Background: an optimization exercise with open tools, aiming at small area, a short achievable clock period and few clock cycles. Do not read the settings as production practice.
At most, simulation tests tie the RTL to the original design; equivalence was not proved.
The RTL of runs 4 and 5 was laid out without a check of its function.

==> flow/design.v (outline; a module is shown in full before it is edited, if it fits) <==
// module jeti_cfg: 32 lines
// module jeti_sq: 908 lines
// module jeti_gm: 1105 lines
// module jeti_mu: 445 lines
// module jeti_cx: 533 lines
// module jeti_cy: 185 lines
// module jeti_esc: 321 lines
// module julia_escape_time_iterator_top: 319 lines
module julia_escape_time_iterator_top (
  input  wire logic        clk,
  input  wire logic        rst,
  input  wire logic        start,
  output      logic        busy,
  input  wire logic [9:0]  pixel_col,
  input  wire logic [9:0]  pixel_row,
  output      logic        done,
  output      logic [15:0] iteration_count,
  input  wire logic        cfg_write,
  input  wire logic [2:0]  cfg_index,
  input  wire logic [31:0] cfg_data
);
  // ...
==> flow/flow/run.sh <==
#!/bin/bash
set -o pipefail
MARGIN=$(cat flow/margin.txt)
bash standard.sh SETUP_SLACK_MARGIN="$MARGIN" finish > standard_finish.log 2>&1
==> flow/flow/margin.txt <==
8
==> flow/standard.sh <==
#!/bin/bash
# synth_recipe.tcl (not shown) runs the flow's synth.tcl, then flattens the netlist and writes it again
# the make line also repeats each setting of config.mk as NAME=value (left out here)
make -C /OpenROAD-flow-scripts/flow DESIGN_CONFIG=/design/flow/config.mk WORK_HOME=/design/flow/orfs CLKGATE_MAP_FILE= SYNTH_SCRIPT=/design/flow/synth_recipe.tcl "${@:-finish}"
==> flow/config.mk <==
export PLATFORM = sky130hd
export DESIGN_NAME = julia_escape_time_iterator_top
export DESIGN_NICKNAME = julia_escape_time_iterator_top
export VERILOG_FILES = /design/flow/design.v
export SDC_FILE = /design/flow/constraint.sdc
export NUM_CORES = 4
export LEC_CHECK = 0
export CAP_MARGIN = 20
export CORE_MARGIN = 2
export CORE_UTILIZATION = 40
export SLEW_MARGIN = 20
export TNS_END_PERCENT = 20
==> flow/constraint.sdc <==
create_clock -name core_clock -period 13.0 [get_ports {clk}]
set_input_delay 2.6000 -clock core_clock [delete_from_list [all_inputs] [get_ports {clk}]]
set_output_delay 2.6000 -clock core_clock [all_outputs]
set_load 0.01 [all_outputs]
==> results.toml, run 1 <==
[cells_and_area]
largest_register_ffs = 256
largest_class = "multi-input combinational cells"
most_used_cells_in_the_layout_excluding_fill_and_tap_cells = "nand2_1 (1654), inv_1 (1383), fa_1 (1234)"
num-fill-cells = 25900
final_layout_net_count = 14500
number_of_clock_buffers_in_the_layout = 184
multi_input_cells = 9219

[floorplan]
die_height_um = 523

[clock_tree]
ctsResizeCount = 589
clock_path_buffers = 3
ctsHoldBuffers = 0
tritoncts = "done"
path_clk_slew_ns = 0.07
clock_insertion_delay_worst_skew_ns = 0.84
root_buffer = "clkbuf_16"

[sta]
final_max_slew_violation_count = 0
fin_crit_sh_pct = 43.6
finalHoldViolations = 0

[min_path]
hold_path_depth = 0
min_path_type = "flip-flop to flip-flop"

[place]
dp_hpwl_mm = 316
placed_cell_area_um2 = 113000
worst_case_setup_slack_after_placement_ns = 5.43

[outcome]
outcome = "timing/DRC/antenna clean"

[setup_path]
critical_path.startpoint = "m_cp[3]"
required_time_reported_for_the_critical_path_endpoint_ns = 13.70
timing.critical_path.arrival_ns = 6.37
critical_path.startpoint_type = "flip-flop"

[grt]
top_usage_layer = "met2"

[logic_synthesis]
netlist.top_cell.by_area = "fa_1"

[detailed_routing]
remaining_drc_errors = 0
detailroute.wirelength.met2_mm = 192
dr_total_vias = 101000
maxUsedRoutingLayer = "met5"
post_detailed_route_via_to_cell_ratio = 6.18
Testbench counts, summed over its fixed seeds: cycles 33,229.
==> module julia_escape_time_iterator_top, before the edit <==
module julia_escape_time_iterator_top (
  input  wire logic        clk,
  input  wire logic        rst,
  input  wire logic        start,
  output      logic        busy,
  input  wire logic [9:0]  pixel_col,
  input  wire logic [9:0]  pixel_row,
  output      logic        done,
  output      logic [15:0] iteration_count,
  input  wire logic        cfg_write,
  input  wire logic [2:0]  cfg_index,
  input  wire logic [31:0] cfg_data
);
  jeti_pkg::cfg_t cfg;
  jeti_cfg u_cfg (
    .clk       (clk),
    .rst       (rst),
    .cfg_write (cfg_write),
    .cfg_index (cfg_index),
    .cfg_data  (cfg_data),
    .cfg       (cfg)
  );
  logic k3, k4, k2;
  assign k3 = (cfg.power_mode == jeti_pkg::MODE_CUBE);
  assign k4 = (cfg.power_mode == jeti_pkg::MODE_FOURTH);
  assign k2 = !k3 && !k4;
  logic        busy_r;
  logic        m_v, m_ph;
  logic [9:0]  m_cp, m_row;
  logic [3:0]  m_tag;
  logic [35:0] m_x;
  logic [20:0] mu_sh;
  logic [35:0] mu_v;
  assign mu_sh = m_ph ? cfg.vertical_shift : cfg.horizontal_shift;
  jeti_mu u_mu (
    .cp (m_cp),
    .iz ({1'b0, cfg.inverse_zoom}),
    .sh (mu_sh),
    .v  (mu_v)
  );
  logic        a_v, a_first;
  logic [6:0]  a_st;
  logic [25:0] a_x, a_y;
  logic [10:0] a_xu, a_yu;
  logic        a_xb, a_yb;
  logic [28:0] a_r1, a_r2;
  logic [15:0] a_cnt;
  logic [3:0]  a_tag;
  logic a_k3p2, a_k3p3, a_k4p2;
  assign a_k3p2 = a_st[3];
  assign a_k3p3 = a_st[4];
  assign a_k4p2 = a_st[6];
  assign a_xb = !((&a_xu) || !(|a_xu));
  assign a_yb = !((&a_yu) || !(|a_yu));
  logic [26:0] sq1_a, sq2_a;
  logic [57:0] sq1_s, sq1_c, sq2_s, sq2_c;
  logic [25:0] gm_r;
  logic [28:0] gm_m;
  logic [57:0] gm_s, gm_c;
  assign sq1_a = a_k4p2 ? a_r1[26:0] : {a_x[25], a_x};
  assign sq2_a = a_k4p2 ? a_r2[26:0] : {a_y[25], a_y};
  assign gm_r  = a_k3p3 ? a_y : a_x;
  assign gm_m  = a_k3p2 ? a_r1 : (a_k3p3 ? a_r2 : (a_k4p2 ? a_r1 : {{3{a_y[25]}}, a_y}));
  jeti_sq u_sq1 (.a(sq1_a), .s(sq1_s), .c(sq1_c));
  jeti_sq u_sq2 (.a(sq2_a), .s(sq2_s), .c(sq2_c));
  jeti_gm u_gm  (.r(gm_r), .m(gm_m), .s(gm_s), .c(gm_c));
  logic        b_v, b_first;
  logic [6:0]  b_st;
  logic [25:0] b_x, b_y;
  logic        b_xb, b_yb;
  logic [10:0] b_xu, b_yu;
  logic [28:0] b_r1, b_r2;
  logic [15:0] b_cnt;
  logic [3:0]  b_tag;
  logic [57:0] b_sq1s, b_sq1c, b_sq2s, b_sq2c, b_gms, b_gmc;
  always_ff @(posedge clk) begin
    b_first <= a_first;
    b_st    <= a_st;
    b_x     <= a_x;
    b_y     <= a_y;
    b_xb    <= a_xb;
    b_yb    <= a_yb;
    b_xu    <= a_xu;
    b_yu    <= a_yu;
    b_r1    <= a_r1;
    b_r2    <= a_r2;
    b_cnt   <= a_cnt;
    b_tag   <= a_tag;
    b_sq1s  <= sq1_s;
    b_sq1c  <= sq1_c;
    b_sq2s  <= sq2_s;
    b_sq2c  <= sq2_c;
    b_gms   <= gm_s;
    b_gmc   <= gm_c;
  end
  logic b_k2, b_p0, b_k3p1, b_k3p2, b_k3p3, b_k4p1, b_k4p2;
  assign b_k2   = b_st[0];
  assign b_p0   = b_st[1];
  assign b_k3p1 = b_st[2];
  assign b_k3p2 = b_st[3];
  assign b_k3p3 = b_st[4];
  assign b_k4p1 = b_st[5];
  assign b_k4p2 = b_st[6];
  logic [1:0] esc_v;
  logic       esc;
  jeti_esc u_esc (
    .x0 (b_sq1s[51:0]),
    .x1 (b_sq1c[51:0]),
    .x2 (b_sq2s[51:0]),
    .x3 (b_sq2c[51:0]),
    .v  (esc_v)
  );
  assign esc = b_xb || b_yb || (|esc_v);
  logic [57:0] cx0, cx1, cx2, cx3, cx4;
  logic        cx_neg;
  logic [33:0] cx_v;
  logic [57:0] cr_row, ci_row;
  assign cr_row = {{2{cfg.constant_real[31]}}, cfg.constant_real, 24'b0};
  assign ci_row = {{2{cfg.constant_imag[31]}}, cfg.constant_imag, 24'b0};
  always_comb begin
    if (b_k3p2) begin
      cx0 = b_gms;
      cx1 = b_gmc;
    end else if (b_k4p2) begin
      cx0 = {b_sq1s[56:0], 1'b0};
      cx1 = {b_sq1c[56:0], 1'b0};
    end else begin
      cx0 = b_sq1s;
      cx1 = b_sq1c;
    end
    cx_neg = b_k2 || b_k4p2;
    cx2 = cx_neg ? ~b_sq2s : '0;
    cx3 = cx_neg ? ~b_sq2c : '0;
    cx4 = (b_k2 || b_k3p2 || b_k4p2) ? cr_row : '0;
  end
  jeti_cx u_cx (
    .x0 (cx0),
    .x1 (cx1),
    .x2 (cx2),
    .x3 (cx3),
    .x4 (cx4),
    .e  (cx_neg),
    .v  (cx_v)
  );
  logic [57:0] cy0, cy1, cy2;
  logic [33:0] cy_v;
  always_comb begin
    if (b_k2) begin
      cy0 = {b_gms[56:0], 1'b0};
      cy1 = {b_gmc[56:0], 1'b0};
    end else if (b_k4p2) begin
      cy0 = {b_gms[55:0], 2'b0};
      cy1 = {b_gmc[55:0], 2'b0};
    end else if (b_k3p3 || b_k4p1) begin
      cy0 = b_gms;
      cy1 = b_gmc;
    end else begin
      cy0 = b_sq2s;
      cy1 = b_sq2c;
    end
    cy2 = (b_k2 || b_k3p3 || b_k4p2) ? ci_row : '0;
  end
  jeti_cy u_cy (
    .x0 (cy0),
    .x1 (cy1),
    .x2 (cy2),
    .v  (cy_v)
  );
  logic [28:0] p1, p2;
  assign p1 = b_r1 - b_r2 - (b_k3p1 ? {b_r2[27:0], 1'b0} : 29'd0);
  assign p2 = b_r1 + (b_k3p1 ? {b_r1[27:0], 1'b0} : 29'd0) + (b_k3p1 ? -b_r2 : b_r2);
  logic [15:0] base, base1;
  logic        zl, lim1, stop0;
  assign base  = b_first ? 16'd0 : b_cnt;
  assign base1 = base + 16'd1;
  assign zl    = b_first && (cfg.iteration_limit == 16'd0);
  assign lim1  = (base1 == cfg.iteration_limit);
  assign stop0 = zl || esc;
  logic        wx, wy, fin;
  logic [6:0]  n_st;
  logic [15:0] n_cnt;
  assign wx = b_k2 || b_k3p2 || b_k4p2;
  assign wy = b_k2 || b_k3p3 || b_k4p2;
  assign n_st = {b_k4p1, b_p0 && k4, b_k3p2, b_k3p1, b_p0 && k3, b_k3p3 || b_k4p2, b_k2};
  always_comb begin
    n_cnt = b_cnt;
    fin   = 1'b0;
    if (b_k2) begin
      n_cnt = stop0 ? base : base1;
      fin   = stop0 || lim1;
    end else if (b_p0) begin
      n_cnt = base;
      fin   = stop0;
    end else if (b_k3p3 || b_k4p2) begin
      n_cnt = base1;
      fin   = lim1;
    end
    if (!b_v) fin = 1'b0;
  end
  logic ld, accept, free_b;
  assign free_b = !b_v || fin;
  assign ld     = m_v && m_ph && free_b;
  assign accept = start && !busy_r;
  always_ff @(posedge clk) begin
    if (ld) begin
      a_x     <= m_x[25:0];
      a_xu    <= m_x[35:25];
      a_y     <= mu_v[25:0];
      a_yu    <= mu_v[35:25];
      a_first <= 1'b1;
      a_st    <= {5'b0, !k2, k2};
      a_tag   <= m_tag;
    end else begin
      a_x     <= wx ? cx_v[25:0] : (b_k4p1 ? cy_v[25:0] : b_x);
      a_xu    <= wx ? {{2{cx_v[33]}}, cx_v[33:25]} : b_xu;
      a_y     <= wy ? cy_v[25:0] : b_y;
      a_yu    <= wy ? {{2{cy_v[33]}}, cy_v[33:25]} : b_yu;
      a_first <= 1'b0;
      a_st    <= n_st;
      a_tag   <= b_tag;
    end
    if (b_p0) begin
      a_r1 <= {3'b0, cx_v[25:0]};
      a_r2 <= {3'b0, cy_v[25:0]};
    end else if (b_k3p1 || b_k4p1) begin
      a_r1 <= p1;
      a_r2 <= p2;
    end else begin
      a_r1 <= b_r1;
      a_r2 <= b_r2;
    end
    a_cnt <= n_cnt;
  end
  logic [15:0] rob [16];
  logic [15:0] rv;
  logic [3:0]  head, tail;
  logic [4:0]  nout;
  logic        done_r;
  logic [15:0] out_cnt;
  logic        f_v;
  logic [3:0]  f_tag;
  logic [15:0] f_cnt;
  logic        out_rob, out_now, to_rob;
  always_ff @(posedge clk) begin
    f_tag <= b_tag;
    f_cnt <= n_cnt;
  end
  assign out_rob = rv[head];
  assign out_now = out_rob || (f_v && (f_tag == head));
  assign to_rob  = f_v && (f_tag != head);
  always_ff @(posedge clk) begin
    for (int i = 0; i < 16; i++) begin
      if (to_rob && (f_tag == 4'(i))) rob[i] <= f_cnt;
    end
    out_cnt <= out_rob ? rob[head] : f_cnt;
  end
  logic       m_v_n0, m_ph_n0, m_v_n1, m_ph_n1, busy_n0, busy_n1;
  logic [4:0] nout_n;
  always_comb begin
    m_v_n0  = m_v && !(m_ph && !b_v);
    m_ph_n0 = m_ph || m_v;
    m_v_n1  = m_v && !m_ph;
    m_ph_n1 = m_v;
    if (accept) begin
      m_v_n0  = 1'b1;
      m_ph_n0 = 1'b0;
      m_v_n1  = 1'b1;
      m_ph_n1 = 1'b0;
    end
    nout_n  = nout + 5'(accept) - 5'(out_now);
    busy_n0 = (m_v_n0 && !(m_ph_n0 && !a_v)) || (nout_n == 5'd16);
    busy_n1 = (m_v_n1 && !(m_ph_n1 && !a_v)) || (nout_n == 5'd16);
  end
  always_ff @(posedge clk) begin
    if (rst) begin
      m_v    <= 1'b0;
      m_ph   <= 1'b0;
      a_v    <= 1'b0;
      b_v    <= 1'b0;
      f_v    <= 1'b0;
      done_r <= 1'b0;
      busy_r <= 1'b0;
      rv     <= '0;
      head   <= '0;
      tail   <= '0;
      nout   <= '0;
    end else begin
      m_v    <= fin ? m_v_n1 : m_v_n0;
      m_ph   <= fin ? m_ph_n1 : m_ph_n0;
      a_v    <= ld || (b_v && !fin);
      b_v    <= a_v;
      f_v    <= fin;
      done_r <= out_now;
      busy_r <= fin ? busy_n1 : busy_n0;
      for (int i = 0; i < 16; i++) begin
        if (to_rob && (f_tag == 4'(i))) rv[i] <= 1'b1;
        else if (out_rob && (head == 4'(i))) rv[i] <= 1'b0;
      end
      if (out_now) head <= head + 4'd1;
      if (accept)  tail <= tail + 4'd1;
      nout <= nout_n;
    end
  end
  always_ff @(posedge clk) begin
    if (!busy_r) begin
      m_cp  <= {~pixel_col[9], pixel_col[8:0]};
      m_row <= pixel_row;
      m_tag <= tail;
    end else if (m_v && !m_ph) begin
      m_cp  <= {~m_row[9], m_row[8:0]};
    end
    if (m_v && !m_ph) begin
      m_x <= mu_v;
    end
  end
  assign busy            = busy_r;
  assign done            = done_r;
  assign iteration_count = out_cnt;
endmodule
==> run 2: changes to the inputs <==
--- a/flow/design.v
+++ b/flow/design.v
@@ -2091,17 +2091,18 @@
   assign g_c347 = 1'b1 & (((g_bo12 & m[28]) | (g_bt12 & m[27])) ^ g_bn12);
   assign s = {1'b1, 1'b1, 1'b1, 1'b1, ~(((g_bo12 & m[28]) | (g_bt12 & m[28])) ^ g_bn12), g_c346, g_c345, g_c343, g_c341, g_c338, g_c335, g_c331, g_c327, g_c322, g_c317, g_c311, g_c305, g_c298, g_c291, g_c283, g_c275, g_c266, g_c257, g_c247, g_c237, g_c226, g_c215, g_c203, g_c191, g_c179, g_c167, g_c155, g_c143, g_c131, g_c120, g_c109, g_c99, g_c89, g_c80, g_c71, g_c63, g_c55, g_c48, g_c41, g_s40, g_c29, g_c24, g_s23, g_s18, g_c11, g_s10, g_s7, g_s4, g_s2, g_c0, (((g_bo1 & m[0]) | (g_bt1 & 1'b0)) ^ g_bn1), (((g_bo0 & m[1]) | (g_bt0 & m[0])) ^ g_bn0), (((g_bo0 & m[0]) | (g_bt0 & 1'b0)) ^ g_bn0)};
   assign c = {1'b0, 1'b0, 1'b0, 1'b0, g_c347, g_s347, g_s346, g_s345, g_s343, g_s341, g_s338, g_s335, g_s331, g_s327, g_s322, g_s317, g_s311, g_s305, g_s298, g_s291, g_s283, g_s275, g_s266, g_s257, g_s247, g_s237, g_s226, g_s215, g_s203, g_s191, g_s179, g_s167, g_s155, g_s143, g_s131, g_s120, g_s109, g_s99, g_s89, g_s80, g_s71, g_s63, g_s55, g_s48, g_s41, g_s35, g_s29, g_s24, g_s19, g_s15, g_s11, g_s8, g_s5, g_s3, g_s1, g_s0, 1'b0, g_bn0};
 endmodule
 module jeti_mu (
   input  wire [9:0]  cp,
   input  wire [31:0] iz,
   input  wire [20:0] sh,
-  output wire [35:0] v
+  output wire [43:0] s,
+  output wire [43:0] c
 );
   wire u_bn0, u_bo0, u_bt0;
   assign u_bn0 = cp[1];
   assign u_bo0 = cp[0] ^ 1'b0;
   assign u_bt0 = (cp[1] & ~cp[0] & ~1'b0) | (~cp[1] & cp[0] & 1'b0);
   wire u_bn1, u_bo1, u_bt1;
   assign u_bn1 = cp[3];
   assign u_bo1 = cp[2] ^ cp[1];
@@ -2527,20 +2528,18 @@
   assign u_s135 = u_c132 ^ u_s134;
   assign u_c135 = u_c132 & u_s134;
   wire u_s136, u_c136;
   assign u_s136 = sh[18] ^ ~(((u_bo4 & iz[31]) | (u_bt4 & iz[31])) ^ u_bn4) ^ u_c134;
   assign u_c136 = (sh[18] & ~(((u_bo4 & iz[31]) | (u_bt4 & iz[31])) ^ u_bn4)) | (sh[18] & u_c134) | (~(((u_bo4 & iz[31]) | (u_bt4 & iz[31])) ^ u_bn4) & u_c134);
   wire u_s137, u_c137;
   assign u_s137 = sh[19] ^ 1'b1;
   assign u_c137 = sh[19] & 1'b1;
-  wire [43:0] s0 = {1'b1, ~sh[20], u_c136, u_c135, u_c133, u_c131, u_c128, u_c125, u_c121, u_c117, u_c112, u_s111, u_c103, u_c99, u_c95, u_c91, u_c87, u_c83, u_c79, u_c75, u_c71, u_c67, u_c63, u_c59, u_c55, u_c51, u_c47, u_c43, u_c39, u_c35, u_c31, u_c27, u_c23, u_c19, u_s18, u_c11, u_s10, u_s7, u_s4, u_s2, u_c0, (((u_bo1 & iz[0]) | (u_bt1 & 1'b0)) ^ u_bn1), (((u_bo0 & iz[1]) | (u_bt0 & iz[0])) ^ u_bn0), (((u_bo0 & iz[0]) | (u_bt0 & 1'b0)) ^ u_bn0)};
-  wire [43:0] s1 = {1'b0, u_c137, u_s137, u_s136, u_s135, u_s133, u_s131, u_s128, u_s125, u_s121, u_s117, u_s112, u_s107, u_s103, u_s99, u_s95, u_s91, u_s87, u_s83, u_s79, u_s75, u_s71, u_s67, u_s63, u_s59, u_s55, u_s51, u_s47, u_s43, u_s39, u_s35, u_s31, u_s27, u_s23, u_s19, u_s15, u_s11, u_s8, u_s5, u_s3, u_s1, u_s0, 1'b0, u_bn0};
-  wire [43:0] sum = s0 + s1;
-  assign v = sum[43:8];
+  assign s = {1'b1, ~sh[20], u_c136, u_c135, u_c133, u_c131, u_c128, u_c125, u_c121, u_c117, u_c112, u_s111, u_c103, u_c99, u_c95, u_c91, u_c87, u_c83, u_c79, u_c75, u_c71, u_c67, u_c63, u_c59, u_c55, u_c51, u_c47, u_c43, u_c39, u_c35, u_c31, u_c27, u_c23, u_c19, u_s18, u_c11, u_s10, u_s7, u_s4, u_s2, u_c0, (((u_bo1 & iz[0]) | (u_bt1 & 1'b0)) ^ u_bn1), (((u_bo0 & iz[1]) | (u_bt0 & iz[0])) ^ u_bn0), (((u_bo0 & iz[0]) | (u_bt0 & 1'b0)) ^ u_bn0)};
+  assign c = {1'b0, u_c137, u_s137, u_s136, u_s135, u_s133, u_s131, u_s128, u_s125, u_s121, u_s117, u_s112, u_s107, u_s103, u_s99, u_s95, u_s91, u_s87, u_s83, u_s79, u_s75, u_s71, u_s67, u_s63, u_s59, u_s55, u_s51, u_s47, u_s43, u_s39, u_s35, u_s31, u_s27, u_s23, u_s19, u_s15, u_s11, u_s8, u_s5, u_s3, u_s1, u_s0, 1'b0, u_bn0};
 endmodule
 module jeti_cx (
   input  wire [57:0] x0,
   input  wire [57:0] x1,
   input  wire [57:0] x2,
   input  wire [57:0] x3,
   input  wire [57:0] x4,
   input  wire [0:0] e,
@@ -3601,29 +3600,41 @@
     .cfg_data  (cfg_data),
     .cfg       (cfg)
   );
   logic k3, k4, k2;
   assign k3 = (cfg.power_mode == jeti_pkg::MODE_CUBE);
   assign k4 = (cfg.power_mode == jeti_pkg::MODE_FOURTH);
   assign k2 = !k3 && !k4;
   logic        busy_r;
-  logic        m_v, m_ph;
+  logic        m_v;
+  logic [1:0]  m_ph;
   logic [9:0]  m_cp, m_row;
   logic [3:0]  m_tag;
   logic [35:0] m_x;
+  logic        r_v;
+  logic [35:0] r_x, r_y;
+  logic [3:0]  r_tag;
+  logic        mv;
   logic [20:0] mu_sh;
+  logic [43:0] mu_s, mu_c;
+  logic [35:0] mr_s, mr_c;
+  logic [8:0]  mu_lo;
+  logic        mr_ci;
   logic [35:0] mu_v;
-  assign mu_sh = m_ph ? cfg.vertical_shift : cfg.horizontal_shift;
+  assign mu_sh = m_ph[0] ? cfg.vertical_shift : cfg.horizontal_shift;
   jeti_mu u_mu (
     .cp (m_cp),
     .iz ({1'b0, cfg.inverse_zoom}),
     .sh (mu_sh),
-    .v  (mu_v)
+    .s  (mu_s),
+    .c  (mu_c)
   );
+  assign mu_lo = {1'b0, mu_s[7:0]} + {1'b0, mu_c[7:0]};
+  assign mu_v  = mr_s + mr_c + {35'b0, mr_ci};
   logic        a_v, a_first;
   logic [6:0]  a_st;
   logic [25:0] a_x, a_y;
   logic [10:0] a_xu, a_yu;
   logic        a_xb, a_yb;
   logic [28:0] a_r1, a_r2;
   logic [15:0] a_cnt;
   logic [3:0]  a_tag;
@@ -3635,18 +3646,18 @@
   assign a_yb = !((&a_yu) || !(|a_yu));
   logic [26:0] sq1_a, sq2_a;
   logic [57:0] sq1_s, sq1_c, sq2_s, sq2_c;
   logic [25:0] gm_r;
   logic [28:0] gm_m;
   logic [57:0] gm_s, gm_c;
   assign sq1_a = a_k4p2 ? a_r1[26:0] : {a_x[25], a_x};
   assign sq2_a = a_k4p2 ? a_r2[26:0] : {a_y[25], a_y};
-  assign gm_r  = a_k3p3 ? a_y : a_x;
-  assign gm_m  = a_k3p2 ? a_r1 : (a_k3p3 ? a_r2 : (a_k4p2 ? a_r1 : {{3{a_y[25]}}, a_y}));
+  assign gm_r  = a_x;
+  assign gm_m  = (a_k3p2 || a_k3p3 || a_k4p2) ? a_r1 : {{3{a_y[25]}}, a_y};
   jeti_sq u_sq1 (.a(sq1_a), .s(sq1_s), .c(sq1_c));
   jeti_sq u_sq2 (.a(sq2_a), .s(sq2_s), .c(sq2_c));
   jeti_gm u_gm  (.r(gm_r), .m(gm_m), .s(gm_s), .c(gm_c));
   logic        b_v, b_first;
   logic [6:0]  b_st;
   logic [25:0] b_x, b_y;
   logic        b_xb, b_yb;
   logic [10:0] b_xu, b_yu;
@@ -3694,30 +3705,27 @@
   assign esc = b_xb || b_yb || (|esc_v);
   logic [57:0] cx0, cx1, cx2, cx3, cx4;
   logic        cx_neg;
   logic [33:0] cx_v;
   logic [57:0] cr_row, ci_row;
   assign cr_row = {{2{cfg.constant_real[31]}}, cfg.constant_real, 24'b0};
   assign ci_row = {{2{cfg.constant_imag[31]}}, cfg.constant_imag, 24'b0};
   always_comb begin
-    if (b_k3p2) begin
-      cx0 = b_gms;
-      cx1 = b_gmc;
-    end else if (b_k4p2) begin
+    if (b_k4p2) begin
       cx0 = {b_sq1s[56:0], 1'b0};
       cx1 = {b_sq1c[56:0], 1'b0};
     end else begin
       cx0 = b_sq1s;
       cx1 = b_sq1c;
     end
     cx_neg = b_k2 || b_k4p2;
     cx2 = cx_neg ? ~b_sq2s : '0;
     cx3 = cx_neg ? ~b_sq2c : '0;
-    cx4 = (b_k2 || b_k3p2 || b_k4p2) ? cr_row : '0;
+    cx4 = (b_k2 || b_k4p2) ? cr_row : '0;
   end
   jeti_cx u_cx (
     .x0 (cx0),
     .x1 (cx1),
     .x2 (cx2),
     .x3 (cx3),
     .x4 (cx4),
     .e  (cx_neg),
@@ -3727,24 +3735,24 @@
   logic [33:0] cy_v;
   always_comb begin
     if (b_k2) begin
       cy0 = {b_gms[56:0], 1'b0};
       cy1 = {b_gmc[56:0], 1'b0};
     end else if (b_k4p2) begin
       cy0 = {b_gms[55:0], 2'b0};
       cy1 = {b_gmc[55:0], 2'b0};
-    end else if (b_k3p3 || b_k4p1) begin
+    end else if (b_k3p2 || b_k3p3 || b_k4p1) begin
       cy0 = b_gms;
       cy1 = b_gmc;
     end else begin
       cy0 = b_sq2s;
       cy1 = b_sq2c;
     end
-    cy2 = (b_k2 || b_k3p3 || b_k4p2) ? ci_row : '0;
+    cy2 = b_k3p2 ? cr_row : ((b_k2 || b_k3p3 || b_k4p2) ? ci_row : '0);
   end
   jeti_cy u_cy (
     .x0 (cy0),
     .x1 (cy1),
     .x2 (cy2),
     .v  (cy_v)
   );
   logic [28:0] p1, p2;
@@ -3755,17 +3763,17 @@
   assign base  = b_first ? 16'd0 : b_cnt;
   assign base1 = base + 16'd1;
   assign zl    = b_first && (cfg.iteration_limit == 16'd0);
   assign lim1  = (base1 == cfg.iteration_limit);
   assign stop0 = zl || esc;
   logic        wx, wy, fin;
   logic [6:0]  n_st;
   logic [15:0] n_cnt;
-  assign wx = b_k2 || b_k3p2 || b_k4p2;
+  assign wx = b_k2 || b_k4p2;
   assign wy = b_k2 || b_k3p3 || b_k4p2;
   assign n_st = {b_k4p1, b_p0 && k4, b_k3p2, b_k3p1, b_p0 && k3, b_k3p3 || b_k4p2, b_k2};
   always_comb begin
     n_cnt = b_cnt;
     fin   = 1'b0;
     if (b_k2) begin
       n_cnt = stop0 ? base : base1;
       fin   = stop0 || lim1;
@@ -3775,42 +3783,64 @@
     end else if (b_k3p3 || b_k4p2) begin
       n_cnt = base1;
       fin   = lim1;
     end
     if (!b_v) fin = 1'b0;
   end
   logic ld, accept, free_b;
   assign free_b = !b_v || fin;
-  assign ld     = m_v && m_ph && free_b;
+  assign ld     = r_v && free_b;
   assign accept = start && !busy_r;
   always_ff @(posedge clk) begin
     if (ld) begin
-      a_x     <= m_x[25:0];
-      a_xu    <= m_x[35:25];
-      a_y     <= mu_v[25:0];
-      a_yu    <= mu_v[35:25];
+      a_x     <= r_x[25:0];
+      a_xu    <= r_x[35:25];
+      a_y     <= r_y[25:0];
+      a_yu    <= r_y[35:25];
       a_first <= 1'b1;
       a_st    <= {5'b0, !k2, k2};
-      a_tag   <= m_tag;
+      a_tag   <= r_tag;
     end else begin
-      a_x     <= wx ? cx_v[25:0] : (b_k4p1 ? cy_v[25:0] : b_x);
-      a_xu    <= wx ? {{2{cx_v[33]}}, cx_v[33:25]} : b_xu;
-      a_y     <= wy ? cy_v[25:0] : b_y;
-      a_yu    <= wy ? {{2{cy_v[33]}}, cy_v[33:25]} : b_yu;
+      if (wx) begin
+        a_x  <= cx_v[25:0];
+        a_xu <= {{2{cx_v[33]}}, cx_v[33:25]};
+      end else if (b_k3p2 || b_k3p3) begin
+        a_x  <= b_y;
+        a_xu <= b_yu;
+      end else if (b_k4p1) begin
+        a_x  <= cy_v[25:0];
+        a_xu <= b_xu;
+      end else begin
+        a_x  <= b_x;
+        a_xu <= b_xu;
+      end
+      if (wy) begin
+        a_y  <= cy_v[25:0];
+        a_yu <= {{2{cy_v[33]}}, cy_v[33:25]};
+      end else if (b_k3p2) begin
+        a_y  <= cy_v[25:0];
+        a_yu <= {{2{cy_v[33]}}, cy_v[33:25]};
+      end else begin
+        a_y  <= b_y;
+        a_yu <= b_yu;
+      end
       a_first <= 1'b0;
       a_st    <= n_st;
       a_tag   <= b_tag;
     end
     if (b_p0) begin
       a_r1 <= {3'b0, cx_v[25:0]};
       a_r2 <= {3'b0, cy_v[25:0]};
     end else if (b_k3p1 || b_k4p1) begin
       a_r1 <= p1;
       a_r2 <= p2;
+    end else if (b_k3p2) begin
+      a_r1 <= b_r2;
+      a_r2 <= b_r1;
     end else begin
       a_r1 <= b_r1;
       a_r2 <= b_r2;
     end
     a_cnt <= n_cnt;
   end
   logic [15:0] rob [16];
   logic [15:0] rv;
@@ -3830,49 +3860,47 @@
   assign out_now = out_rob || (f_v && (f_tag == head));
   assign to_rob  = f_v && (f_tag != head);
   always_ff @(posedge clk) begin
     for (int i = 0; i < 16; i++) begin
       if (to_rob && (f_tag == 4'(i))) rob[i] <= f_cnt;
     end
     out_cnt <= out_rob ? rob[head] : f_cnt;
   end
-  logic       m_v_n0, m_ph_n0, m_v_n1, m_ph_n1, busy_n0, busy_n1;
+  assign mv = m_v && (m_ph == 2'd2) && !r_v;
+  logic       m_v_n, r_v_n0, r_v_n1, busy_n0, busy_n1;
+  logic [1:0] m_ph_n;
   logic [4:0] nout_n;
   always_comb begin
-    m_v_n0  = m_v && !(m_ph && !b_v);
-    m_ph_n0 = m_ph || m_v;
-    m_v_n1  = m_v && !m_ph;
-    m_ph_n1 = m_v;
-    if (accept) begin
-      m_v_n0  = 1'b1;
-      m_ph_n0 = 1'b0;
-      m_v_n1  = 1'b1;
-      m_ph_n1 = 1'b0;
-    end
-    nout_n  = nout + 5'(accept) - 5'(out_now);
-    busy_n0 = (m_v_n0 && !(m_ph_n0 && !a_v)) || (nout_n == 5'd16);
-    busy_n1 = (m_v_n1 && !(m_ph_n1 && !a_v)) || (nout_n == 5'd16);
+    m_v_n  = (m_v && !mv) || accept;
+    m_ph_n = accept ? 2'd0 : (m_v ? ((m_ph == 2'd0) ? 2'd1 : 2'd2) : m_ph);
+    r_v_n0 = mv || (r_v && b_v);
+    r_v_n1 = mv;
+    nout_n = nout + 5'(accept) - 5'(out_now);
+    busy_n0 = (m_v_n && !((m_ph_n == 2'd2) && !r_v_n0)) || (nout_n == 5'd16);
+    busy_n1 = (m_v_n && !((m_ph_n == 2'd2) && !r_v_n1)) || (nout_n == 5'd16);
   end
   always_ff @(posedge clk) begin
     if (rst) begin
       m_v    <= 1'b0;
-      m_ph   <= 1'b0;
+      m_ph   <= 2'd0;
+      r_v    <= 1'b0;
       a_v    <= 1'b0;
       b_v    <= 1'b0;
       f_v    <= 1'b0;
       done_r <= 1'b0;
       busy_r <= 1'b0;
       rv     <= '0;
       head   <= '0;
       tail   <= '0;
       nout   <= '0;
     end else begin
-      m_v    <= fin ? m_v_n1 : m_v_n0;
-      m_ph   <= fin ? m_ph_n1 : m_ph_n0;
+      m_v    <= m_v_n;
+      m_ph   <= m_ph_n;
+      r_v    <= fin ? r_v_n1 : r_v_n0;
       a_v    <= ld || (b_v && !fin);
       b_v    <= a_v;
       f_v    <= fin;
       done_r <= out_now;
       busy_r <= fin ? busy_n1 : busy_n0;
       for (int i = 0; i < 16; i++) begin
         if (to_rob && (f_tag == 4'(i))) rv[i] <= 1'b1;
         else if (out_rob && (head == 4'(i))) rv[i] <= 1'b0;
@@ -3882,20 +3910,30 @@
       nout <= nout_n;
     end
   end
   always_ff @(posedge clk) begin
     if (!busy_r) begin
       m_cp  <= {~pixel_col[9], pixel_col[8:0]};
       m_row <= pixel_row;
       m_tag <= tail;
-    end else if (m_v && !m_ph) begin
+    end else if (m_v && (m_ph == 2'd0)) begin
       m_cp  <= {~m_row[9], m_row[8:0]};
     end
-    if (m_v && !m_ph) begin
+    if (m_v && (m_ph != 2'd2)) begin
+      mr_s  <= mu_s[43:8];
+      mr_c  <= mu_c[43:8];
+      mr_ci <= mu_lo[8];
+    end
+    if (m_v && (m_ph == 2'd1)) begin
       m_x <= mu_v;
     end
+    if (mv) begin
+      r_x   <= m_x;
+      r_y   <= mu_v;
+      r_tag <= m_tag;
+    end
   end
   assign busy            = busy_r;
   assign done            = done_r;
   assign iteration_count = out_cnt;
 endmodule
 `default_nettype wire
==> run 2 against run 1 <==
  * Core utilization decreased by 1.1 points
  * Clock skew increased by 0.031 ns
  * Critical path depth decreased by 4
  * Synthesized cell count increased by 8.1%
  * Sequential cell count increased by 148
  * Global-route usage decreased by 2.8 points
  * Die area increased by 8.4%
  * Worst hold slack got worse by 0.031 ns
  * Maximum frequency increased by 8.2%
  * Still clean on timing, DRC and antenna
==> results.toml, run 2 <==
[floorplan]
start_util_pct = 40.2
row_count = 198
overall_die_area_um2 = 297000
die_height_um = 545
core_um2 = 291000
die_w_um = 545
top_level_port_count = 77

[place]
portBuffers = 76
place_congestion = 1.01
dp_cells = 17000
placed_cell_area_um2 = 121000
dp_hpwl_mm = 321

[logic_synthesis]
main_combinational_cell_family_by_area_after_synthesis = "adder cells"
synth-edff-count = 463
synth_area_in_adders_pct = 29.5
synth.avg_cell_area_um2 = 8.43
post_synthesis_register_bit_count = 1308
synth_cells = 13900
synth_top_area_share_pct = 21.7
share_of_the_synthesized_area_in_compound_gates_ao_oa_aoi_oai_pct = 15.8
yosys-mux-area-fraction_pct = 2.57
total_nets_after_synthesis = 15700
postSynth.topFlopCell = "dfxtp_1"
netlist.top_cell.by_area = "fa_1"
yosys.area_share.simple_pct = 15.5
synthXorXnorAreaFrac_pct = 2.08
syn-cell-area_um2 = 117000
synth.top_cells.by_count = "nand2_1 (2131), inv_1 (1401), nor2_1 (1333)"
synthTopCellsByArea = "fa_1 (22%), dfxtp_1 (14%), edfxtp_1 (12%), nand2_1 (6.8%), a21oi_1 (5.4%)"
yosys_warnings = 3
yosysSeqAreaShare_pct = 26.3
synth_most_common_cell = "nand2_1"
ys_async_sr_fraction_pct = 0
synth_cell_type_count = 88

[grt]
grt_start_max_net_pins = 116
grt_antenna_before_repair = 45
grt.overflow.total = 0
grt_pass1_vias = 97400
grt_use_total_pct = 30.3
first_pass_grt_wire_length_mm = 666

[setup_path]
critical_path.startpoint = "b_st[6]"
critical_path.reg2reg.startpoint = "b_st[6]"
worst-setup-path-type = "flip-flop to flip-flop"
critical_path.startpoint_type = "flip-flop"
worst_setup_path_end_kind = "flip-flop"
rrSetupSlack_ns = 7.77
timing.critical_path.arrival_ns = 6.00
path_max_fanout = 7
required_time_reported_for_the_critical_path_endpoint_ns = 13.76

[sta]
timing.slew.headroom_pct = 7.42
setup_total_negative_slack_ns = 0
finalHoldViolations = 0
post-route-min-period_ns = 5.23
worst_hold_margin_ns = 0.285
fmax_mhz = 191
fin_crit_sh_pct = 40.3
tightest_pin_transition_ns = 1.38
final_max_slew_violation_count = 0
final_count_of_negative_setup_slack_endpoints = 0
timing.clock.skew_ns = 0.0928
rsz0062_at_grt = "true"

[detailed_routing]
drt_pre_antenna_iters = 7
antenna_left = 0
dr_total_vias = 104000
route.final.wire_length_mm = 470
post_detailed_route_via_to_cell_ratio = 5.91
detail_route.iter0.violations = 13200
avgRoutedWirePerCell_um = 26.7
remaining_drc_errors = 0

[cells_and_area]
most_common_library_cell_in_the_layout_ignoring_fill_and_taps = "nand2_1"
syn2layout_area_growth_pct = 14.6
drive_above_1_share_pct = 11.6
reg.largest.list = "rob (256), u_cfg.cfg (155), b_gms (54)"
largest_register_by_flop_count = "rob"
postLayoutCoreUtil_pct = 46.1
largest_register_ffs = 256
post-route-cell-area_um2 = 134000
num-fill-cells = 28000
final_layout_net_count = 15400
layoutNonFillerInstCount = 17600
most_used_cells_in_the_layout_excluding_fill_and_tap_cells = "nand2_1 (2091), inv_1 (1363), nor2_1 (1285)"

[clock_tree]
root_buffer = "clkbuf_16"
clock_path_buffers = 4
cts_buffers = 152
clock_insertion_delay_worst_skew_ns = 0.88
tritoncts = "done"
cts.sinks = 1308
path_clk_slew_ns = 0.07
h-tree-depth = 4

[min_path]
hold_path_startpoint = "a_st[2]"
min_path_type = "flip-flop to flip-flop"

[run]
drv_cap = 0

[outcome]
outcome = "timing/DRC/antenna clean"
==> run 2: changes by cell type after synthesis, sizes merged, moves of 91 or more <==
cell	delta
edfxtp	+147
nor2	+247
clkbuf	+91
o21ai	-185
o22ai	-161
nand3	+166
nand2	+442
maj3	+342
==> run 2: path summary, 6_finish.rpt <==
| path | endpoint | depth (start not counted) |
|---|---|---|
| hold reg to reg | b_st[2] | 0 |
| setup / recovery | a_xu[10] | 20 |
| setup reg to reg | a_xu[10] | 20 |
| hold / removal | b_st[2] | 0 |
==> run 2: worst max-delay path, cell delays in order (launching register included) <==
cell       delay [ns]
dfxtp_4          0.44
or2_4            0.18
buf_12           0.13
clkbuf_16        0.15
buf_4            0.12
nand2b_1         0.06
fa_1             0.38
fa_2             0.54
fa_1             0.41
inv_1            0.07
ha_2             0.33
and4_4           0.23
a211oi_2         0.20
o21a_2           0.24
o21a_1           0.20
a311oi_4         0.08
o21a_1           0.25
o31a_1           0.33
o21a_1           0.21
or3_4            0.43
a21oi_1          0.15
==> run 2: area by class of cell <==
type / instances / area (um^2) / area share (%)
Antenna cell: 16 / 40.0 / 0.0298
Clock buffer: 206 / 4250 / 3.17
Clock inverter: 64 / 568 / 0.423
Inverter: 1435 / 5460 / 4.07
Multi-Input combinational cell: 10000 / 80000 / 59.7
Sequential cell: 1308 / 31000 / 23.1
Tap cell: 3900 / 4880 / 3.64
Timing Repair Buffer: 664 / 7960 / 5.93
==> run 2: per-stage QoR <==
stage                     setup WS, ns
after floorplan                   7.38
after global placement            5.04
after detailed placement          5.08
after CTS                         7.80
after global routing              7.67
final                             7.77
==> run 2: metal layers <==
metal / vias to the layer above / global-route usage (%) / part of all wire, %
met3: 1245 / 8.36 / 12
met4: 30 / 15.0 / 6.3
li1: 45800 / - / -
met2: 6024 / 45.1 / 42
met5: - / 0 / 0.12
met1: 51100 / 40.3 / 39
==> run 2: timing repair <==
item,4_1_cts,5_1_grt
setup endpoints to repair,277,196
hold buffers,0,0
gates resized for setup,388,565
pin swaps,64,212
setup buffers,79,143
gates cloned,40,36
==> run 2: logic make-up (layout without fill, tap and decap cells) <==
kind of cell | count (synthesis) | count (layout)
flops | 1308 | 1308
compound gates | 3045 | 3045
mux | 287 | 287
xor+xnor | 278 | 278
simple gates | 4354 | 4363
fa+ha+maj | 2065 | 2065
other cells | 0 | 16
buf+inv | 2558 | 2369
Testbench counts of run 2, summed over its fixed seeds: cycles 33,176.
==> run 3: changes to the inputs <==
--- a/flow/config.mk
+++ b/flow/config.mk
@@ -7,2 +7,3 @@
 export LEC_CHECK = 0
+export ABC_AREA = 1
 export CAP_MARGIN = 20
==> run 3 against run 2 <==
  * Still clean on timing, DRC and antenna
  * First-iteration DRC count shrank 12%
  * Sequential share of layout area up 2.4 points
  * Non-clock buffer count fell by 290
  * Critical endpoint is now b_sq1c[30]
==> results.toml, run 3 <==
[floorplan]
core_um2 = 270000
top_level_port_count = 77
die_w_um = 525
die_height_um = 525
start_util_pct = 40.1
overall_die_area_um2 = 275000
row_count = 191

[detailed_routing]
dr_total_vias = 92600
avgRoutedWirePerCell_um = 27.2
route.final.wire_length_mm = 449
remaining_drc_errors = 0
antenna_left = 0
detail_route.iter0.violations = 11600
post_detailed_route_via_to_cell_ratio = 5.61
drt_pre_antenna_iters = 6

[sta]
final_count_of_negative_setup_slack_endpoints = 0
final_max_slew_violation_count = 0
timing.slew.headroom_pct = 12.3
fmax_mhz = 195
fin_crit_sh_pct = 39.4
worst_hold_margin_ns = 0.322
finalHoldViolations = 0
timing.clock.skew_ns = 0.0930
setup_total_negative_slack_ns = 0
tightest_pin_transition_ns = 1.30
rsz0062_at_grt = "true"
post-route-min-period_ns = 5.12

[cells_and_area]
reg.largest.list = "rob (256), u_cfg.cfg (155), b_gms (54)"
final_layout_net_count = 14600
syn2layout_area_growth_pct = 11.8
drive_above_1_share_pct = 8.13
num-fill-cells = 26600
most_used_cells_in_the_layout_excluding_fill_and_tap_cells = "inv_1 (2120), nand2_1 (2043), nor2_1 (1262), fa_1 (1262), dfxtp_1 (829)"
largest_register_ffs = 256
largest_register_by_flop_count = "rob"
multi_input_comb_area_um2 = 68500
register_area_um2 = 30800
most_common_library_cell_in_the_layout_ignoring_fill_and_taps = "inv_1"

[clock_tree]
clock_path_buffers = 3
root_buffer = "clkbuf_16"
ctsHoldBuffers = 0
cts.sinks = 1308
h-tree-depth = 4
tritoncts = "done"
clock_insertion_delay_worst_skew_ns = 0.88
cts_buffers = 153
path_clk_slew_ns = 0.06

[grt]
first_pass_grt_wire_length_mm = 638
grt_antenna_before_repair = 21
grt_use_total_pct = 31.9
grt_pass1_vias = 89500
grt.overflow.total = 0
grt_start_max_net_pins = 100

[setup_path]
critical_path.reg2reg.startpoint = "a_x[21]"
required_time_reported_for_the_critical_path_endpoint_ns = 13.65
worst_setup_path_end_kind = "flip-flop"
path_common_cell = "fa_1"
timing.critical_path.cells = "buf_4 > clkinv_1 > buf_4 > o21ai_1 > buf_4 > inv_1 > nor2_1 > fa_1 > inv_1 > fa_1 > fa_1 > fa_1 > fa_1 > inv_1 > fa_1"
worst-setup-path-type = "flip-flop to flip-flop"
path_max_fanout = 23
cp.buffers_inverters = 7
rr_endpoint = "b_sq1c[30]"
critical_path.startpoint = "a_x[21]"
reg2reg_depth = 15
rrSetupSlack_ns = 7.88
timing.critical_path.arrival_ns = 5.76
critical_path.startpoint_type = "flip-flop"
slowest_stage = "fa_1"
timing.critical_path.slowest_cell_delay_ns = 0.52
path_delay_family = "adder cells"

[logic_synthesis]
syn-cell-area_um2 = 108000
yosys_warnings = 3
postSynth.topFlopCell = "dfxtp_1"
yosysSeqAreaShare_pct = 28.4
total_nets_after_synthesis = 14700
netlist.top_cell.by_area = "fa_1"
synth_cell_type_count = 59
synth.top_cells.by_count = "inv_1 (2148), nand2_1 (2078), nor2_1 (1308)"
synth_cells = 12900
synth_top_area_share_pct = 23.4
post_synthesis_register_bit_count = 1308
ys_async_sr_fraction_pct = 0
synth_most_common_cell = "inv_1"
synth.avg_cell_area_um2 = 8.40
synthTopCellsByArea = "fa_1 (23%), dfxtp_1 (16%), edfxtp_1 (13%), inv_1 (7.4%), nand2_1 (7.2%)"
synth-edff-count = 463

[min_path]
whs_endpoint = "b_r1[10]"
hold_path_depth = 0
min_path_type = "flip-flop to flip-flop"
hold_path_startpoint = "a_r1[10]"

[outcome]
outcome = "timing/DRC/antenna clean"

[place]
portBuffers = 76
place_congestion = 1.08
dp_hpwl_mm = 341

[run]
drv_cap = 0
==> run 3: cell count changes after synthesis, moves of 90 or more <==
cell	delta
inv_1	+747
nand2b_1	-129
a21oi_1	-678
a21o_1	-90
o22ai_1	+414
o21ai_0	+148
a22oi_1	-105
xor2_1	+523
or2_2	+109
mux2i_1	-196
xnor2_1	-147
o221ai_1	-154
maj3_1	-344
clkbuf_1	-438
==> run 3: cell families after synthesis <==
family                   share of synthesized area [%]
XOR/XNOR                                          5.31
AND/OR/NAND/NOR                                   14.9
flip-flops                                        28.4
AO/OA/AOI/OAI                                     12.5
buffers and inverters                             9.90
adder cells (fa/ha/maj)                           28.7
multiplexers                                     0.249
==> run 3: per-stage QoR <==
step                      instances  cell area, um^2  util [%]  setup WS [ns]
after floorplan               12900           108000         -           8.00
after global placement        16200           113000      42.0           6.42
after detailed placement      16200           113000      42.0           6.44
after CTS                     16500           120000      44.5           7.93
after global routing          16500           121000      44.8           7.72
final                         16500           121000      44.8           7.88
==> run 3: how the worst max path moves through the flow <==
stage / depth (start not counted) / slack, ns / endpoint
final: 15 / 7.88 / b_sq1c[30]
after global routing: 20 / 7.72 / b_gmc[31]
after CTS: 23 / 7.93 / a_x[21]
after detailed placement: 23 / 6.44 / a_x[5]
after global placement: 23 / 6.42 / a_x[5]
after floorplan: 15 / 8.00 / b_gmc[29]
==> run 3: final cells by class <==
type	count	share of cell area [%]
Timing Repair inverter	3	0.0145
Clock buffer	217	3.52
Clock inverter	66	0.834
Timing Repair Buffer	374	2.97
Inverter	2208	6.96
Multi-Input combinational cell	8767	56.5
Sequential cell	1308	25.5
Tap cell	3570	3.69
Antenna cell	12	0.0248
==> run 3: routing by layer <==
metal | track usage (%) | share of wire (%)
met1 | 44.5 | 42
met2 | 45.7 | 41
met4 | 15.1 | 5.6
met5 | 0 | 0.013
met3 | 8.47 | 11
==> run 3: what timing repair did <==
item                                   CTS  global route
setup buffers                           26            24
cloned                                   7             5
pin swaps                                8            24
setup endpoints to repair              300           163
resized for setup                      287           147
endpoints found under the hold margin    0             0
==> run 4: changes to the inputs <==
--- a/flow/design.v
+++ b/flow/design.v
@@ -3638,2 +3638,4 @@
   logic [28:0] a_r1, a_r2;
+  logic [26:0] a_s1, a_s2;
+  logic [28:0] a_gm;
   logic [15:0] a_cnt;
@@ -3651,6 +3653,6 @@
   logic [57:0] gm_s, gm_c;
-  assign sq1_a = a_k4p2 ? a_r1[26:0] : {a_x[25], a_x};
-  assign sq2_a = a_k4p2 ? a_r2[26:0] : {a_y[25], a_y};
+  assign sq1_a = a_s1;
+  assign sq2_a = a_s2;
   assign gm_r  = a_x;
-  assign gm_m  = (a_k3p2 || a_k3p3 || a_k4p2) ? a_r1 : {{3{a_y[25]}}, a_y};
+  assign gm_m  = a_gm;
   jeti_sq u_sq1 (.a(sq1_a), .s(sq1_s), .c(sq1_c));
@@ -3792,53 +3794,70 @@
   assign accept = start && !busy_r;
-  always_ff @(posedge clk) begin
+  logic [25:0] n_x, n_y;
+  logic [10:0] n_xu, n_yu;
+  logic [28:0] n_r1, n_r2;
+  logic        n_k4p2, n_r1op;
+  always_comb begin
     if (ld) begin
-      a_x     <= r_x[25:0];
-      a_xu    <= r_x[35:25];
-      a_y     <= r_y[25:0];
-      a_yu    <= r_y[35:25];
-      a_first <= 1'b1;
-      a_st    <= {5'b0, !k2, k2};
-      a_tag   <= r_tag;
+      n_x  = r_x[25:0];
+      n_xu = r_x[35:25];
+      n_y  = r_y[25:0];
+      n_yu = r_y[35:25];
     end else begin
       if (wx) begin
-        a_x  <= cx_v[25:0];
-        a_xu <= {{2{cx_v[33]}}, cx_v[33:25]};
+        n_x  = cx_v[25:0];
+        n_xu = {{2{cx_v[33]}}, cx_v[33:25]};
       end else if (b_k3p2 || b_k3p3) begin
-        a_x  <= b_y;
-        a_xu <= b_yu;
+        n_x  = b_y;
+        n_xu = b_yu;
       end else if (b_k4p1) begin
-        a_x  <= cy_v[25:0];
-        a_xu <= b_xu;
+        n_x  = cy_v[25:0];
+        n_xu = b_xu;
       end else begin
-        a_x  <= b_x;
-        a_xu <= b_xu;
+        n_x  = b_x;
+        n_xu = b_xu;
       end
-      if (wy) begin
-        a_y  <= cy_v[25:0];
-        a_yu <= {{2{cy_v[33]}}, cy_v[33:25]};
-      end else if (b_k3p2) begin
-        a_y  <= cy_v[25:0];
-        a_yu <= {{2{cy_v[33]}}, cy_v[33:25]};
+      if (wy || b_k3p2) begin
+        n_y  = cy_v[25:0];
+        n_yu = {{2{cy_v[33]}}, cy_v[33:25]};
       end else begin
-        a_y  <= b_y;
-        a_yu <= b_yu;
+        n_y  = b_y;
+        n_yu = b_yu;
       end
-      a_first <= 1'b0;
-      a_st    <= n_st;
-      a_tag   <= b_tag;
     end
     if (b_p0) begin
-      a_r1 <= {3'b0, cx_v[25:0]};
-      a_r2 <= {3'b0, cy_v[25:0]};
+      n_r1 = {3'b0, cx_v[25:0]};
+      n_r2 = {3'b0, cy_v[25:0]};
     end else if (b_k3p1 || b_k4p1) begin
-      a_r1 <= p1;
-      a_r2 <= p2;
+      n_r1 = p1;
+      n_r2 = p2;
     end else if (b_k3p2) begin
-      a_r1 <= b_r2;
-      a_r2 <= b_r1;
+      n_r1 = b_r2;
+      n_r2 = b_r1;
     end else begin
-      a_r1 <= b_r1;
-      a_r2 <= b_r2;
+      n_r1 = b_r1;
+      n_r2 = b_r2;
     end
+    n_k4p2 = !ld && b_k4p1;
+    n_r1op = !ld && (b_k3p1 || b_k3p2 || b_k4p1);
+  end
+  always_ff @(posedge clk) begin
+    a_x   <= n_x;
+    a_xu  <= n_xu;
+    a_y   <= n_y;
+    a_yu  <= n_yu;
+    a_r1  <= n_r1;
+    a_r2  <= n_r2;
+    a_s1  <= n_k4p2 ? n_r1[26:0] : {n_x[25], n_x};
+    a_s2  <= n_k4p2 ? n_r2[26:0] : {n_y[25], n_y};
+    a_gm  <= n_r1op ? n_r1 : {{3{n_y[25]}}, n_y};
     a_cnt <= n_cnt;
+    if (ld) begin
+      a_first <= 1'b1;
+      a_st    <= {5'b0, !k2, k2};
+      a_tag   <= r_tag;
+    end else begin
+      a_first <= 1'b0;
+      a_st    <= n_st;
+      a_tag   <= b_tag;
+    end
   end
==> run 4 against run 3 <==
  * Still clean on timing, DRC and antenna
  * Clock skew down 0.023 ns
  * First-iteration DRC count decreased by 6.6%
  * Non-clock buffer count is 16 lower
  * Routed wire length shrank 7.8%
  * Critical path type unchanged
  * Critical endpoint is now b_gmc[29]
==> results.toml, run 4 <==
[logic_synthesis]
yosys_warnings = 3
netlist.top_cell.by_area = "fa_1"
syn-cell-area_um2 = 112000
synth-edff-count = 463
synth.avg_cell_area_um2 = 8.29
post_synthesis_register_bit_count = 1391
postSynth.topFlopCell = "dfxtp_1"
synth.top_cells.by_count = "nand2_1 (2698), inv_1 (2534), fa_1 (1269)"
synth_cell_type_count = 64
synth_cells = 13500
synthTopCellsByArea = "fa_1 (23%), dfxtp_1 (17%), edfxtp_1 (12%), nand2_1 (9.0%), inv_1 (8.5%)"
ys_async_sr_fraction_pct = 0
synth_top_area_share_pct = 22.7
synth_most_common_cell = "nand2_1"
yosysSeqAreaShare_pct = 29.0
total_nets_after_synthesis = 15300

[clock_tree]
path_clk_slew_ns = 0.07
root_buffer = "clkbuf_16"
clock_path_buffers = 3
cts_buffers = 155
clock_insertion_delay_worst_skew_ns = 0.88
h-tree-depth = 4
tritoncts = "done"
cts.sinks = 1391
ctsHoldBuffers = 0

[setup_path]
worst_setup_path_end_kind = "flip-flop"
required_time_reported_for_the_critical_path_endpoint_ns = 13.74
path_max_fanout = 28
timing.critical_path.arrival_ns = 5.74
critical_path.startpoint_type = "flip-flop"
worst-setup-path-type = "flip-flop to flip-flop"

[detailed_routing]
avgRoutedWirePerCell_um = 24.0
drt_pre_antenna_iters = 8
detail_route.iter0.violations = 10800
route.final.wire_length_mm = 414
dr_total_vias = 93300
antenna_left = 0
remaining_drc_errors = 0
wirelength_met1_mm = 178
detailroute.wirelength.met2_mm = 175
post_detailed_route_via_to_cell_ratio = 5.42
maxUsedRoutingLayer = "met5"
detailroute.wirelength.met3_mm = 43.0

[floorplan]
core_um2 = 279000
die_w_um = 533
start_util_pct = 40.2
row_count = 194
overall_die_area_um2 = 284000
top_level_port_count = 77
die_height_um = 533

[cells_and_area]
layoutNonFillerInstCount = 17200
largest_register_ffs = 256
most_used_cells_in_the_layout_excluding_fill_and_tap_cells = "nand2_1 (2671), inv_1 (2523), fa_1 (1267)"
most_common_library_cell_in_the_layout_ignoring_fill_and_taps = "nand2_1"
reg.largest.list = "rob (256), u_cfg.cfg (155), b_gms (54)"
largest_register_by_flop_count = "rob"
syn2layout_area_growth_pct = 11.4
final_layout_net_count = 15100
drive_above_1_share_pct = 7.13

[sta]
fin_crit_sh_pct = 38.5
tightest_pin_transition_ns = 1.24
setup_total_negative_slack_ns = 0
final_max_slew_violation_count = 0
post-route-min-period_ns = 5.00
fmax_mhz = 200
timing.clock.skew_ns = 0.0703
rsz0062_at_grt = "true"
final_count_of_negative_setup_slack_endpoints = 0
timing.slew.headroom_pct = 16.8
finalHoldViolations = 0

[grt]
grt_antenna_before_repair = 18
grt.overflow.total = 0
grt_start_max_net_pins = 92
grt_use_total_pct = 28.6
first_pass_grt_wire_length_mm = 606
grt_pass1_vias = 91600

[place]
place_congestion = 1.03
dp_hpwl_mm = 303
dp_cells = 16800
portBuffers = 76

[run]
drv_cap = 0

[outcome]
outcome = "timing/DRC/antenna clean"

[min_path]
min_path_type = "flip-flop to flip-flop"
## run 4: kinds of logic after synthesis
kind of cell / share of synthesized area [%]
xor+xnor: 5.15
buf+inv: 11.1
compound gates: 11.8
simple gates: 15.1
flops: 29.0
fa+ha+maj: 27.7
mux: 0.0983
## run 4: layout make-up
cell class	count	area [um^2]
Fill cell	27400	154000
Multi-Input combinational cell	8842	68700
Sequential cell	1391	32500
Inverter	2592	9810
Tap cell	3724	4660
Clock buffer	210	4350
Timing Repair Buffer	358	3590
Clock inverter	81	1160
Antenna cell	13	32.5
Timing Repair inverter	1	8.76
## run 4: path summary, 6_finish.rpt
check                              start         to  slack [ns]  cells past startpoint
worst max-delay path              a_x[9]  b_gmc[29]        8.00                     15
worst min-delay path            a_r1[12]   b_r1[12]        0.32                      0
worst max register to register    a_x[9]  b_gmc[29]        8.00                     15
worst min register to register  a_r1[12]   b_r1[12]        0.32                      0
## run 4: metal layers
metal	up-vias	global-route usage [%]
met5	-	0
met4	8	11.2
met3	687	5.93
met2	4513	42.1
met1	45800	40.9
li1	42200	-
## run 4: what timing repair did
action,4_1_cts,5_1_grt
pin swaps,19,36
resized for setup,203,245
setup buffers,23,24
endpoints found under the setup margin,257,232
gates cloned,16,10
## run 4: worst max-delay path, stage by stage (launching register included)
cell      delay [ns]
dfxtp_1         0.30
buf_4           0.27
inv_2           0.09
clkbuf_8        0.36
nand2_1         0.16
o21ai_4         0.08
buf_6           0.33
o22ai_1         0.14
xor2_1          0.19
fa_1            0.50
fa_1            0.53
fa_1            0.41
fa_1            0.44
fa_1            0.50
inv_1           0.05
fa_1            0.47
## run 4: through the flow
step / worst slack, ns / hold slack, ns / util [%] / instance area (um^2)
floorplan: 8.07 / 0.310 / - / 112000
global placement: 6.26 / 0.310 / 41.8 / 117000
detailed placement: 6.20 / 0.312 / 41.8 / 117000
CTS: 7.93 / 0.312 / 44.3 / 123000
global route: 7.89 / 0.326 / 44.7 / 125000
finish: 8.00 / 0.323 / 44.8 / 125000
==> run 5: changes to the inputs <==
--- a/flow/design.v
+++ b/flow/design.v
@@ -3690,2 +3690,11 @@
   logic b_k2, b_p0, b_k3p1, b_k3p2, b_k3p3, b_k4p1, b_k4p2;
+  logic [1:0] b_pk3;   
+  logic [2:0] b_cn;    
+  always_ff @(posedge clk) begin
+    b_pk3[0] <= a_st[2];
+    b_pk3[1] <= a_st[2] && a_v;
+    b_cn[0]  <= a_st[0] || a_st[6];
+    b_cn[1]  <= (a_st[0] || a_st[6]) && a_v;
+    b_cn[2]  <= a_st[0] || a_st[6] || !a_v;
+  end
   assign b_k2   = b_st[0];
@@ -3721,6 +3730,6 @@
     end
-    cx_neg = b_k2 || b_k4p2;
-    cx2 = cx_neg ? ~b_sq2s : '0;
-    cx3 = cx_neg ? ~b_sq2c : '0;
-    cx4 = (b_k2 || b_k4p2) ? cr_row : '0;
+    cx_neg = b_cn[0];
+    cx2 = b_cn[0] ? ~b_sq2s : '0;
+    cx3 = b_cn[1] ? ~b_sq2c : '0;
+    cx4 = b_cn[2] ? cr_row : '0;
   end
@@ -3760,4 +3769,4 @@
   logic [28:0] p1, p2;
-  assign p1 = b_r1 - b_r2 - (b_k3p1 ? {b_r2[27:0], 1'b0} : 29'd0);
-  assign p2 = b_r1 + (b_k3p1 ? {b_r1[27:0], 1'b0} : 29'd0) + (b_k3p1 ? -b_r2 : b_r2);
+  assign p1 = b_r1 - b_r2 - (b_pk3[0] ? {b_r2[27:0], 1'b0} : 29'd0);
+  assign p2 = b_r1 + (b_pk3[1] ? {b_r1[27:0], 1'b0} : 29'd0) + (b_pk3[1] ? -b_r2 : b_r2);
   logic [15:0] base, base1;
==> run 5 against run 4 <==
  * Cell count down 0.48%
  * Highest routed layer unchanged
  * First-iteration DRC count about the same
  * Core utilization is 0.50 points higher
  * Critical endpoint is now a_xu[4]
==> results.toml, run 5 <==
[outcome]
outcome = "timing/DRC/antenna clean"

[grt]
grt_antenna_before_repair = 30
grt.overflow.total = 0
first_pass_grt_wire_length_mm = 608
grt_start_max_net_pins = 92
grt_pass1_vias = 92400

[sta]
fin_crit_sh_pct = 38.7
timing.slew.headroom_pct = 13.8
final_max_slew_violation_count = 0
post-route-min-period_ns = 5.03
final_count_of_negative_setup_slack_endpoints = 0
finalHoldViolations = 0
fmax_mhz = 199
tightest_pin_transition_ns = 1.29
timing.clock.skew_ns = 0.0881
rsz0062_at_grt = "true"

[place]
place_congestion = 1.03
dp_hpwl_mm = 304
portBuffers = 76

[detailed_routing]
post_detailed_route_via_to_cell_ratio = 5.49
avgRoutedWirePerCell_um = 24.4
detail_route.iter0.violations = 10800
dr_total_vias = 94000
antenna_left = 0

[logic_synthesis]
synth_cells = 13400
ys_async_sr_fraction_pct = 0
synthTopCellsByArea = "fa_1 (23%), dfxtp_1 (17%), edfxtp_1 (12%), inv_1 (8.7%), nand2_1 (8.4%)"
netlist.top_cell.by_area = "fa_1"
synth.avg_cell_area_um2 = 8.36
yosys_warnings = 3
synth-edff-count = 463
postSynth.topFlopCell = "dfxtp_1"
share_of_the_synthesized_area_in_compound_gates_ao_oa_aoi_oai_pct = 12.4
post_synthesis_register_bit_count = 1395
yosys.area_share.simple_pct = 14.1
main_combinational_cell_family_by_area_after_synthesis = "adder cells"
synthXorXnorAreaFrac_pct = 5.18
syn-cell-area_um2 = 112000
synth_most_common_cell = "inv_1"

[clock_tree]
clock_insertion_delay_worst_skew_ns = 0.90
cts.sinks = 1395
clock_path_buffers = 3
tritoncts = "done"
path_clk_slew_ns = 0.06
cts_buffers = 160

[cells_and_area]
most_common_library_cell_in_the_layout_ignoring_fill_and_taps = "inv_1"
largest_register_ffs = 256
layoutNonFillerInstCount = 17100
post-route-cell-area_um2 = 126000
largest_register_by_flop_count = "rob"
syn2layout_area_growth_pct = 12.7

[setup_path]
reg2reg_depth = 22
rrSetupSlack_ns = 7.97
slowest_stage = "fa_1"
timing.critical_path.arrival_ns = 5.78
timing.critical_path.cells = "buf_12 > inv_6 > clkbuf_16 > o21ai_0 > fa_2 > fa_1 > fa_1 > inv_1 > ha_4 > nand2_1 > nand2_1 > o21bai_2 > a21oi_1 > a21boi_1 > nand2_2 > a21oi_2 > o21ai_0 > or2_2 > nand3_1 > nand2_1 > nand2_1 > nand2_1"
critical_path.reg2reg.startpoint = "b_st[6]"
cp.buffers_inverters = 4
worst-setup-path-type = "flip-flop to flip-flop"

[floorplan]
row_count = 194
die_height_um = 533
core_um2 = 279000
die_w_um = 533

[run]
drv_cap = 0

[min_path]
hold_path_depth = 0
whs_endpoint = "b_r1[5]"
min_path_type = "flip-flop to flip-flop"
==> run 5: changes by cell type in the layout (fill, tap and decap cells not counted), sizes merged, moves of 16 or more <==
cell,before,now
a31oi,83,99
a22o,17,33
or2,94,75
inv,2558,2619
nand3,388,310
nand2,2703,2510
nor2,749,727
buf,265,298
nand3b,38,57
==> run 5: worst register-to-register path, stage by stage, from the launching register on <==
cell,delay [ns]
dfxtp_4,0.36
buf_12,0.14
inv_6,0.16
clkbuf_16,0.26
o21ai_0,0.15
fa_2,0.42
fa_1,0.45
fa_1,0.49
inv_1,0.06
ha_4,0.28
nand2_1,0.09
nand2_1,0.09
o21bai_2,0.25
a21oi_1,0.19
a21boi_1,0.21
nand2_2,0.19
a21oi_2,0.27
o21ai_0,0.25
or2_2,0.35
nand3_1,0.14
nand2_1,0.07
nand2_1,0.06
nand2_1,0.05
==> run 5: repair_timing <==
item | in CTS | in global routing
pin swaps | 30 | 37
setup buffers | 35 | 33
cloned | 12 | 14
resized for setup | 312 | 297
endpoints found under the setup margin | 253 | 242
==> run 5: per-stage QoR <==
step / hold WS, ns / setup slack, ns / util, %
CTS: 0.310 / 7.88 / 44.6
finish: 0.312 / 7.97 / 45.3
floorplan: 0.310 / 8.14 / -
global placement: 0.310 / 5.46 / 41.8
global route: 0.322 / 7.87 / 45.3
detailed placement: 0.312 / 5.34 / 41.8
==> run 5: layer usage <==
| metal | GRT usage (%) | vias to the layer above | part of all wire, % |
|---|---|---|---|
| met5 | 0 | - | 0.043 |
| met4 | 10.3 | 20 | 4.2 |
| met3 | 7.93 | 895 | 11 |
| met2 | 42.4 | 4745 | 43 |
| met1 | 39.7 | 46300 | 42 |
| li1 | - | 42000 | - |
==> run 5: worst max path at each step <==
stage                           from   endpoint  slack [ns]  cells after the start
after global placement    b_sq1s[50]   a_gm[27]        5.46                     23
after CTS                    b_st[6]    a_gm[1]        7.88                     18
after detailed placement  b_sq1s[50]   a_gm[28]        5.34                     23
after global routing         b_st[6]   a_gm[17]        7.87                     24
after floorplan               a_x[7]  b_gmc[31]        8.14                     15
final                        b_st[6]    a_xu[4]        7.97                     22
==> run 5: cell families (layout without fill, tap and decap cells) <==
group	count (synthesis)	in the layout
AOI/OAI and AO/OA	2371	2372
xor gates and xnor gates	662	662
adders and majority gates	1728	1728
buffers and inverters	3358	3345
DFF	1395	1395
muxes	20	20
other	0	7
and+or+nand+nor	3871	3877
==> run 5: cell type report <==
type,instances,area [um^2]
Multi-Input combinational cell,8659,69100
Clock buffer,216,4480
Inverter,2655,10100
Tap cell,3724,4660
Timing Repair Buffer,390,4200
Clock inverter,84,1240
Sequential cell,1395,32600
Fill cell,27500,153000
Antenna cell,7,17.5

-- re-timing with driven ports --
In the flow no input, the clock included, has a driving cell. The finished layouts below were timed again as built, in two steps. Step 1, drivers: a clkbuf_16 drives clk and a buf_2 each remaining input, both assumed. Step 2 adds t to the input delays and takes it off the output delays; t is the mean of the earliest and latest rising clock arrival at the registers after step 1. Input paths then give back, and output paths get back, about the clock's delay inside the block. Three values: ideal, step 1, step 2; two values: the first two.
| run | shift t [ns] | slack for setup (ns) | pins driven straight from the clock port |
|---|---|---|---|
| run 1 | 0.909 | 7.336 / 7.336 / 7.336 | 1 |
| run 2 | 0.921 | 7.766 / 7.766 / 7.600 | 1 |
| run 3 | 0.934 | 7.884 / 7.884 / 7.790 | 1 |
| run 4 | 0.943 | 7.998 / 7.998 / 7.640 | 1 |
| run 5 | 0.933 | 7.973 / 7.973 / 7.607 | 1 |
After both steps every run listed still meets setup and hold. The setup slack of run 5, which loses most, moves by 0.000 ns with the drivers and by -0.366 ns with both steps.
